Background: an optimization exercise with open tools, aiming at small area, a short achievable clock period and few clock cycles per item. Do not read the settings as production practice.
The RTL was checked by simulation tests, not by an equivalence proof against the original design.
Power is estimated from default activity; no workload was simulated.

==> run.sh <==
#!/bin/bash
# synth_recipe.tcl (not shown) runs the flow's synth.tcl, then flattens the netlist and writes it again
# the make line also repeats each setting of config.mk as NAME=value (left out here)
make -C /OpenROAD-flow-scripts/flow DESIGN_CONFIG=/design/flow/config.mk WORK_HOME=/design/flow/orfs CLKGATE_MAP_FILE= SYNTH_SCRIPT=/design/flow/synth_recipe.tcl finish
==> config.mk <==
export PLATFORM = sky130hd
export DESIGN_NAME = attn_loader_top
export DESIGN_NICKNAME = attn_loader_top
export VERILOG_FILES = /design/flow/design.v
export SDC_FILE = /design/flow/constraint.sdc
export NUM_CORES = 4
export LEC_CHECK = 0
export CAP_MARGIN = 20
export CORE_MARGIN = 2
export CORE_UTILIZATION = 40
export SLEW_MARGIN = 20
==> constraint.sdc <==
create_clock -name core_clock -period 5.0 [get_ports {clk}]
set_input_delay 1.0000 -clock core_clock [delete_from_list [all_inputs] [get_ports {clk}]]
set_output_delay 1.0000 -clock core_clock [all_outputs]
set_load 0.01 [all_outputs]
==> design.v <==
`timescale 1ns/1ps
package seg_pkg;
    typedef enum logic [3:0] {
        seg_i,
        seg_w_q, seg_bias_q, seg_m_q, seg_e_q,
        seg_w_k, seg_bias_k, seg_m_k, seg_e_k,
        seg_w_v, seg_bias_v, seg_m_v, seg_e_v,
        seg_m_c,
        seg_e_c
    } seg_t;
    typedef logic [7-1:0] seg_addr_t;
    function automatic logic [7-1:0] seg_len(input logic [3:0] kind);
        case (kind)
            seg_pkg::seg_i: seg_len = 2 * 2;
            seg_pkg::seg_w_q, seg_pkg::seg_w_k, seg_pkg::seg_w_v: seg_len = 2 * 2;
            seg_pkg::seg_m_c, seg_pkg::seg_e_c: seg_len = 1;    
            default: seg_len = 2;
        endcase
    endfunction
endpackage
`timescale 1ns/1ps
package host_pkg;
    typedef enum logic {
        reg_ctrl   = 1'b0,
        reg_status = 1'b1
    } host_reg_t;
    typedef logic [3-1:0] head_cnt_t;
    localparam int HOST_SEL_BIT    = 8 - 1;    
    localparam int CTRL_START_BIT  = 0;
    localparam int CTRL_COUNT_LSB  = 1;
    localparam int CTRL_COUNT_MSB  = CTRL_COUNT_LSB + 3 - 1;
    localparam int STATUS_BUSY_BIT = 0;
    localparam int STATUS_DONE_BIT = 1;
endpackage
`timescale 1ns/1ps
module tensor_store (
    input  logic                    clk,
    input  logic                    we,
    input  logic [7-1:0] waddr,
    input  logic [32-1:0]      wdata,
    input  logic                    rd_en,
    input  logic [7-1:0] rd_addr,
    output logic [32-1:0]      rd_data
);
    localparam int DEPTH = 1 << 7;
    logic [32-1:0] mem [DEPTH];
    always_ff @(posedge clk) begin
        if (we) begin
            mem[waddr] <= wdata;
        end
    end
    always_ff @(posedge clk) begin
        if (rd_en) begin
            rd_data <= mem[rd_addr];    
        end
    end
endmodule
`timescale 1ns/1ps
module wb_host_regs (
    input  logic                      clk,
    input  logic                      rst,
    input  logic                      wb_cyc,
    input  logic                      wb_stb,
    input  logic                      wb_we,
    input  logic [8-1:0] wb_adr,
    input  logic [32-1:0]        wb_dat_w,
    output logic [32-1:0]        wb_dat_r,
    output logic                      wb_ack,
    output logic                      st_we,
    output logic [7-1:0]   st_waddr,
    output logic [32-1:0]        st_wdata,
    output logic                      start,
    output host_pkg::head_cnt_t       head_count,
    input  logic                      busy,
    input  logic                      done
);
    logic      req;
    logic      reg_sel;
    logic      reg_idx;
    assign req     = wb_cyc && wb_stb && !wb_ack;    
    assign reg_sel = wb_adr[host_pkg::HOST_SEL_BIT];
    assign reg_idx = wb_adr[0];
    assign st_we    = req && wb_we && !reg_sel;
    assign st_waddr = wb_adr[7-1:0];
    assign st_wdata = wb_dat_w;
    always_ff @(posedge clk) begin
        if (rst) begin
            wb_ack     <= 1'b0;
            start      <= 1'b0;
            head_count <= '0;
        end else begin
            wb_ack <= req;
            start  <= 1'b0;
            if (req && wb_we && reg_sel && reg_idx == host_pkg::reg_ctrl) begin
                head_count <= wb_dat_w[host_pkg::CTRL_COUNT_MSB:host_pkg::CTRL_COUNT_LSB];
                start      <= wb_dat_w[host_pkg::CTRL_START_BIT];    
            end
        end
    end
    always_ff @(posedge clk) begin
        if (req) begin
            wb_dat_r <= '0;
            if (reg_sel && reg_idx == host_pkg::reg_status) begin
                wb_dat_r[host_pkg::STATUS_BUSY_BIT] <= busy;
                wb_dat_r[host_pkg::STATUS_DONE_BIT] <= done;
            end else if (reg_sel) begin
                wb_dat_r[host_pkg::CTRL_COUNT_MSB:host_pkg::CTRL_COUNT_LSB] <= head_count;
            end
        end
    end
endmodule
`timescale 1ns/1ps
module segment_sequencer (
    input  logic                    clk,
    input  logic                    rst,
    input  logic                    start,
    input  logic [3-1:0]  head_count,
    input  logic                    seg_busy,
    input  logic                    seg_done,
    output logic                    seg_start,
    output logic [7-1:0] seg_base,
    output seg_pkg::seg_t           seg_kind,
    output logic                    busy,
    output logic                    done
);
    localparam int KEEP_W = $clog2(2 + 1);
    localparam int CNT_W  = 3;
    typedef enum logic [1:0] {
        S_IDLE,
        S_ISSUE,
        S_WAIT
    } state_t;
    state_t            state;
    seg_pkg::seg_t              cur;
    logic [CNT_W-1:0]  head;
    logic [CNT_W-1:0]  last_head;
    logic [KEEP_W-1:0] keep_cnt;     
    seg_pkg::seg_addr_t         in_ptr;
    seg_pkg::seg_addr_t         head_ptr;
    logic              count_ok;
    logic              keep_wrap;
    assign count_ok  = head_count != '0 && head_count <= CNT_W'(2);
    assign keep_wrap = keep_cnt == KEEP_W'(2 - 1);
    assign seg_start = state == S_ISSUE;
    assign seg_kind  = cur;
    assign seg_base  = (cur == seg_pkg::seg_i) ? in_ptr : head_ptr;
    assign busy      = state != S_IDLE;
    always_ff @(posedge clk) begin
        if (rst) begin
            state     <= S_IDLE;
            done      <= 1'b0;
            cur       <= seg_pkg::seg_i;
            head      <= '0;
            last_head <= '0;
            keep_cnt  <= '0;
            in_ptr    <= '0;
            head_ptr  <= '0;
        end else begin
            case (state)
                S_IDLE: begin
                    if (start && count_ok) begin
                        state     <= S_ISSUE;
                        done      <= 1'b0;
                        cur       <= seg_pkg::seg_i;
                        head      <= '0;
                        last_head <= head_count - 1'b1;
                        keep_cnt  <= '0;
                        in_ptr    <= '0;
                        head_ptr  <= seg_pkg::seg_addr_t'((2 * 2 * (2 / 2)));
                    end
                end
                S_ISSUE: begin
                    state <= S_WAIT;
                    if (cur == seg_pkg::seg_i) begin
                        in_ptr <= in_ptr + seg_pkg::seg_len(cur);
                    end else begin
                        head_ptr <= head_ptr + seg_pkg::seg_len(cur);
                    end
                end
                S_WAIT: begin
                    if (seg_done) begin
                        state <= S_ISSUE;
                        if (cur != seg_pkg::seg_e_c) begin
                            cur <= seg_pkg::seg_t'(cur + 1'b1);
                        end else if (head == last_head) begin
                            state <= S_IDLE;
                            done  <= 1'b1;
                        end else begin
                            head     <= head + 1'b1;
                            keep_cnt <= keep_wrap ? '0 : keep_cnt + 1'b1;
                            cur      <= keep_wrap ? seg_pkg::seg_i : seg_pkg::seg_w_q;    
                        end
                    end
                end
                default: state <= S_IDLE;
            endcase
        end
    end
endmodule
`timescale 1ns/1ps
module stream_reader (
    input  logic                    clk,
    input  logic                    rst,
    input  logic                    seg_start,
    input  logic [7-1:0] seg_base,
    input  seg_pkg::seg_t           seg_kind,
    output logic                    rd_en,
    output logic [7-1:0] rd_addr,
    input  logic [32-1:0]      rd_data,
    output logic                    seg_busy,
    output logic                    seg_done,
    output logic                    m_valid,
    output logic [32-1:0]      m_data,
    output logic                    m_last,
    output seg_pkg::seg_t           m_seg,
    input  logic                    ready
);
    seg_pkg::seg_addr_t          rd_left;      
    logic               rd_pend;      
    logic               pend_last;
    logic [32-1:0] buf_data [2];
    logic               buf_last [2];
    logic               wr_ptr;
    logic               rd_ptr;
    logic [1:0]         buf_cnt;
    logic               push;
    logic               pop;
    seg_pkg::seg_t               kind;
    assign m_valid  = buf_cnt != 2'd0;
    assign m_data   = buf_data[rd_ptr];
    assign m_last   = buf_last[rd_ptr];
    assign m_seg    = kind;
    assign push     = rd_pend;
    assign pop      = m_valid && ready;
    assign seg_done = pop && m_last;
    assign rd_en = seg_busy && rd_left != '0 &&
                   ((buf_cnt + {1'b0, rd_pend}) < 2'd2 || pop);
    always_ff @(posedge clk) begin
        if (rst) begin
            seg_busy <= 1'b0;
            rd_left  <= '0;
            rd_pend  <= 1'b0;
            wr_ptr   <= 1'b0;
            rd_ptr   <= 1'b0;
            buf_cnt  <= 2'd0;
        end else begin
            rd_pend <= rd_en;
            if (seg_start) begin
                seg_busy <= 1'b1;
                rd_left  <= seg_pkg::seg_len(seg_kind);
            end else if (rd_en) begin
                rd_left <= rd_left - 1'b1;
            end
            if (seg_done) begin
                seg_busy <= 1'b0;
            end
            if (push) begin
                wr_ptr <= !wr_ptr;
            end
            if (pop) begin
                rd_ptr <= !rd_ptr;
            end
            buf_cnt <= buf_cnt + {1'b0, push} - {1'b0, pop};
        end
    end
    always_ff @(posedge clk) begin
        if (seg_start) begin
            rd_addr <= seg_base;
            kind    <= seg_kind;
        end else if (rd_en) begin
            rd_addr <= rd_addr + 1'b1;
        end
        if (rd_en) begin
            pend_last <= rd_left == seg_pkg::seg_addr_t'(1);
        end
        if (push) begin
            buf_data[wr_ptr] <= rd_data;
            buf_last[wr_ptr] <= pend_last;
        end
    end
endmodule
`timescale 1ns/1ps
module attn_loader_top (
    input  logic                      clk,
    input  logic                      rst,
    input  logic                      wb_cyc,
    input  logic                      wb_stb,
    input  logic                      wb_we,
    input  logic [8-1:0] wb_adr,
    input  logic [32-1:0]        wb_dat_w,
    output logic [32-1:0]        wb_dat_r,
    output logic                      wb_ack,
    output logic                      m_valid,
    output logic [32-1:0]        m_data,
    output logic                      m_last,
    output logic [3:0]                m_seg,
    input  logic                      ready
);
    logic                    st_we;
    logic [7-1:0] st_waddr;
    logic [32-1:0]      st_wdata;
    logic                    rd_en;
    logic [7-1:0] rd_addr;
    logic [32-1:0]      rd_data;
    logic      start;
    host_pkg::head_cnt_t head_count;
    logic      busy;
    logic      done;
    logic      seg_start;
    seg_pkg::seg_addr_t seg_base;
    seg_pkg::seg_t      seg_kind;
    logic      seg_busy;
    logic      seg_done;
    wb_host_regs u_host (
        .clk        (clk),
        .rst        (rst),
        .wb_cyc     (wb_cyc),
        .wb_stb     (wb_stb),
        .wb_we      (wb_we),
        .wb_adr     (wb_adr),
        .wb_dat_w   (wb_dat_w),
        .wb_dat_r   (wb_dat_r),
        .wb_ack     (wb_ack),
        .st_we      (st_we),
        .st_waddr   (st_waddr),
        .st_wdata   (st_wdata),
        .start      (start),
        .head_count (head_count),
        .busy       (busy),
        .done       (done)
    );
    tensor_store u_store (
        .clk     (clk),
        .we      (st_we),
        .waddr   (st_waddr),
        .wdata   (st_wdata),
        .rd_en   (rd_en),
        .rd_addr (rd_addr),
        .rd_data (rd_data)
    );
    segment_sequencer u_seq (
        .clk        (clk),
        .rst        (rst),
        .start      (start),
        .head_count (head_count),
        .seg_busy   (seg_busy),
        .seg_done   (seg_done),
        .seg_start  (seg_start),
        .seg_base   (seg_base),
        .seg_kind   (seg_kind),
        .busy       (busy),
        .done       (done)
    );
    stream_reader u_reader (
        .clk       (clk),
        .rst       (rst),
        .seg_start (seg_start),
        .seg_base  (seg_base),
        .seg_kind  (seg_kind),
        .rd_en     (rd_en),
        .rd_addr   (rd_addr),
        .rd_data   (rd_data),
        .seg_busy  (seg_busy),
        .seg_done  (seg_done),
        .m_valid   (m_valid),
        .m_data    (m_data),
        .m_last    (m_last),
        .m_seg     (m_seg),
        .ready     (ready)
    );
endmodule
==> qor.tcl <==
set qor(outcome) {no timing/DRC/antenna violations}
set qor(hold_depth) 2
set qor(syn_area_per_cell_sq_um) 20.8
set qor(global_route_wire_length_before_repair_microns) 669000
set qor(min_delay_src) {u_seq.keep_cnt[1]}
set qor(clock_insertion_delay_worst_skew_ns) 0.98
set qor(cpMaxStageDelayCell) {a21oi_1}
set qor(dp_hpwl_microns) 300000
set qor(synth_sequential_area_ratio) 0.775
set qor(power.total_uw) 71400
set qor(power.density_nw_per_um2) 379
set qor(dominantRegCellSynth) {edfxtp_1}
set qor(r2r_setup_slack_ns) 0.70
set qor(io_buffer_count) 88
set qor(vias_in_the_first_global_route) 82100
set qor(timing.critical_path.fanout_max) 23
set qor(ctsHtreeMaxLevel) 5
set qor(synth.yosys.warnings) 4
set qor(dieHeight_microns) 645
set qor(final_net_count) 8529
set qor(synth_xor_xnor_area_share) 0.00139
set qor(total_leakage_power_uw) 0.0600
set qor(critPathTopFamily) {compound AO/OA/AOI/OAI gates}
set qor(remaining_max_slew_budget_at_the_tightest_pin) 0.0812
set qor(final-max-slew-violation-count) 0
set qor(worstSetupPathType) {reg -> reg}
set qor(hold_viol_final) 0
set qor(cap_viol_max_count) 0
set qor(post_synth_design_cell_area_sq_um) 164000
set qor(worst-endpoint-required_ns) 5.61
set qor(longest_individual_stage_delay_on_the_worst_path_ns) 0.75
set qor(dr.first_iter.drc_count) 14100
set qor(number_of_instances_in_the_synthesized_netlist) 7918
set qor(timing.hold.worst_endpoint) {u_seq.keep_cnt[1]}
set qor(globalRouteOverflowTotal) 0
set qor(combinational_family_with_the_most_area_after_synthesis) {multiplexers}
set qor(clock_tree_from_tritoncts) {built}
set qor(path_clk_slew_ns) 0.06
set qor(setup_tns_ns) 0
set qor(post_synth_fa_ha_maj_area_fraction) 0.00111
set qor(placed_area_sq_um) 175000
set qor(synth-compound-area-share) 0.0441
set qor(wl_per_cell_microns) 34.2
set qor(timing.final.crit_period_ns) 4.30
set qor(timing.critical_path.to_type) {flip-flop}
set qor(via_per_inst) 5.98
set qor(ctsRootBufferMaster) {clkbuf_16}
set qor(floorplan_core_area_sq_um) 409000
set qor(numClockSinks) 4256
set qor(final_design_area_no_fill_sq_um) 189000
set qor(hp-class) {reg -> reg}
set qor(worst_r2r_endpoint) {u_store.rd_data[19]}
set qor(vdd_drop_max_mv) 0.339
set qor(initial_antenna_violation_count) 55
set qor(worst_clock_skew_ns) 0.0520
set qor(initial_core_util) 0.401
set qor(critical_path_depth) 8
set qor(cts_resized) 0
set qor(floorplan.io_pins) 117
set qor(synth_enable_flop_cells) 4210
set qor(drt_pass1_iterations) 11
set qor(timing.critical_path.from) {u_reader.rd_addr[2]}
set qor(drive_gt1_frac) 0.237
set qor(ys_seq_elements) 4256
set qor(synth_cell_type_count) 70
set qor(drc) 0
set qor(route.vias.total) 85300
set qor(std_cell_rows) 235
set qor(tightestPinTransition_ns) 1.38
set qor(floorplan.die_area_sq_um) 416000
set qor(pin_count_of_the_biggest_net_entering_global_routing) 130
set qor(setup_viol_count_final) 0
set qor(r2r_cells) 8
set qor(clock_tree.buffer_depth) 4
set qor(globalRouteTotalUtil) 0.230
set qor(timing.final.crit_share) 0.859
set qor(unrepaired_setup_endpoints_after_global_routing) {no}
set qor(cts_hold_buf) 0
set qor(worst_setup_path_start_kind) {flip-flop}
set qor(timing.critical_path.arrival_ns) 4.91
set qor(final_weighted_congestion_of_routability_driven_global_placement) 0.899
set qor(cts_buffers) 417
set qor(max_clock_freq_ghz) 0.233
set qor(synth_mux_area_frac) 0.144
set qor(fin_hold_ws_ns) 0.443
set qor(layout-area-overhead-vs-synth_pct) 14.7
set qor(reg_to_reg_critical_path_startpoint) {u_reader.rd_addr[2]}
set qor(critical_path_buf_inv_count) 2
set qor(synthArstFlopShare) 0
set qor(routed_wl_microns) 489000
set qor(yosys.area_share.simple) 0.0159
set qor(cts_post_setup_buffers_inserted) 0
set qor(dieWidth_microns) 645
set qor(crit_chain) {buf_8 > buf_4 > and2_2 > nand2_1 > nand3_1 > o211ai_1 > a21oi_1 > a2bb2oi_1}
set qor(final_antenna_net_count) 0
## synth_stat cells (9+ instances only)
master	count	area, sq um
o22a_1	12	105
mux2i_1	763	7640
and2_1	10	62.6
ha_1	13	163
a211oi_1	92	691
a31oi_1	16	100
o32a_1	17	170
o211ai_1	19	143
a22o_1	44	385
nand2_1	120	450
buf_6	49	552
inv_1	15	56.3
nor3_1	35	175
nand2b_1	12	75.1
mux4_2	643	14500
edfxtp_1	4210	126000
o22ai_1	67	419
a22oi_1	212	1590
buf_1	16	60.1
nand3_1	88	440
a2111oi_0	45	394
a21oi_1	173	866
a32oi_1	9	78.8
xor2_1	9	78.8
clkbuf_1	147	552
buf_4	130	976
xnor2_1	17	149
nor2_1	217	815
buf_2	129	646
dfxtp_1	46	921
a221oi_1	54	473
nor2b_1	46	288
mux2_2	143	1610
o21ai_0	74	370
nand4_1	10	62.6
a21boi_0	41	308
o221ai_1	59	517
o2111ai_1	34	298
## cells by family (layout without fill, tap and decap cells)
kind of cell             after synthesis  after routing
XOR/XNOR                              26             26
buffers and inverters                497           1358
AND/OR/NAND/NOR                      571            571
flip-flops                          4256           4256
other                                  1             47
multiplexers                        1549           1549
adder cells (fa/ha/maj)               14             14
AO/OA/AOI/OAI                       1004           1004
## tightest hold or removal path, cell delays in order (launching register included)
cell and delay (ns):
dfxtp_1 0.30, inv_1 0.06, a211oi_1 0.04
## cells in the final DEF (no fill, tap or decap), types with 56 or more instances in the layout
cell             Yosys  final
nor2_4               0    134
mux2_2             143    143
edfxtp_1          4210   4210
clkinv_2             0     86
mux2i_1            763    763
mux4_2             643    643
a211oi_1            92     89
o221ai_1            59     59
nand2_1            120    111
clkinv_1             1     89
o21ai_0             74     73
clkdlybuf4s50_1      0     56
clkbuf_16            0    424
o22ai_1             67     67
buf_12               4     93
nor2_1             217     85
a22oi_1            212    212
a21oi_1            173    171
clkbuf_1           147     83
buf_4              130    435
nand3_1             88     85
## metrics by stage
stage	worst slack, ns	utilization	std cells
global placement	0.350	0.428	13500
detailed placement	0.362	0.428	13500
floorplan	0.951	-	7945
finish	0.703	0.461	14300
global route	0.616	0.461	14300
CTS	0.698	0.461	14300
## power breakdown
| part | total (uW) | leakage, uW | switching, uW | internal (uW) |
|---|---|---|---|---|
| registers | 39200 | 0.0382 | 29.2 | 39200 |
| logic | 1160 | 0.0153 | 961 | 198 |
| clock network | 31000 | 0.00653 | 13400 | 17600 |
## metal layers
layer	share of wire	global-route usage
met1	0.40	0.329
met2	0.45	0.348
met3	0.11	0.0457
met4	0.041	0.0860
met5	0.00020	0
## registers in the layout, indices dropped and copies added, names as in the netlist, 2 cells and up, named ones only
name	cells
u_seq.keep_cnt	2
u_seq.state	2
u_store.mem	4096
u_store.rd_data	32
u_reader.buf_last	2
u_reader.rd_addr	7
u_reader.buf_cnt	2
u_seq.head	3
u_reader.kind	4
u_seq.in_ptr	5
u_host.head_count	3
u_seq.head_ptr	7
u_host.wb_dat_r	4
u_seq.last_head	3
u_seq.cur	4
u_reader.rd_left	7
u_reader.buf_data	64
## cell type report
type | instances | area, sq um
Fill cell | 33900 | 221000
Sequential cell | 4256 | 127000
Multi-Input combinational cell | 3192 | 35200
Clock buffer | 507 | 10900
Tap cell | 5451 | 6820
Timing Repair Buffer | 586 | 5710
Clock inverter | 249 | 2400
Inverter | 16 | 60.1
Antenna cell | 19 | 47.5
## how the worst max path moves through the flow
stage | endpoint | slack [ns]
3_3_place_gp | u_store.mem[7][21] | 0.35
2_1_floorplan | u_store.mem[127][0] | 0.95
3_5_place_dp | u_store.mem[7][21] | 0.36
4_1_cts | u_store.rd_data[19] | 0.70
5_1_grt | u_store.rd_data[19] | 0.62
6_report | u_store.rd_data[19] | 0.70
Testbench counts, summed over its fixed seeds: cycles 16,914, words 7,328.

## port drivers added, routing unchanged
Ports are ideal in the flow. The routed layout listed here was re-timed in OpenROAD. Step 1: set_driving_cell puts a clkbuf_16 on clk and a buf_2 on each other input, an assumption about the parent block. Step 2 moves the port delays by t, midway between the first and last clock arrival at a register: inputs arrive t later, outputs are due t later. That takes back most of the time a late clock gives input paths. Three values: no drivers, after step 1, after step 2; two values: the first two.
t (ns): 1.068
setup slack, ns: 0.703 / 0.703 / 0.322
slew at the worst register clock pin (ns): 0.07 / 0.07
worst slew at a driven data input, ns: 0.27
After both steps this run still meets setup and hold. The setup slack of this run moves by 0.000 ns with the drivers and by -0.381 ns with both steps.
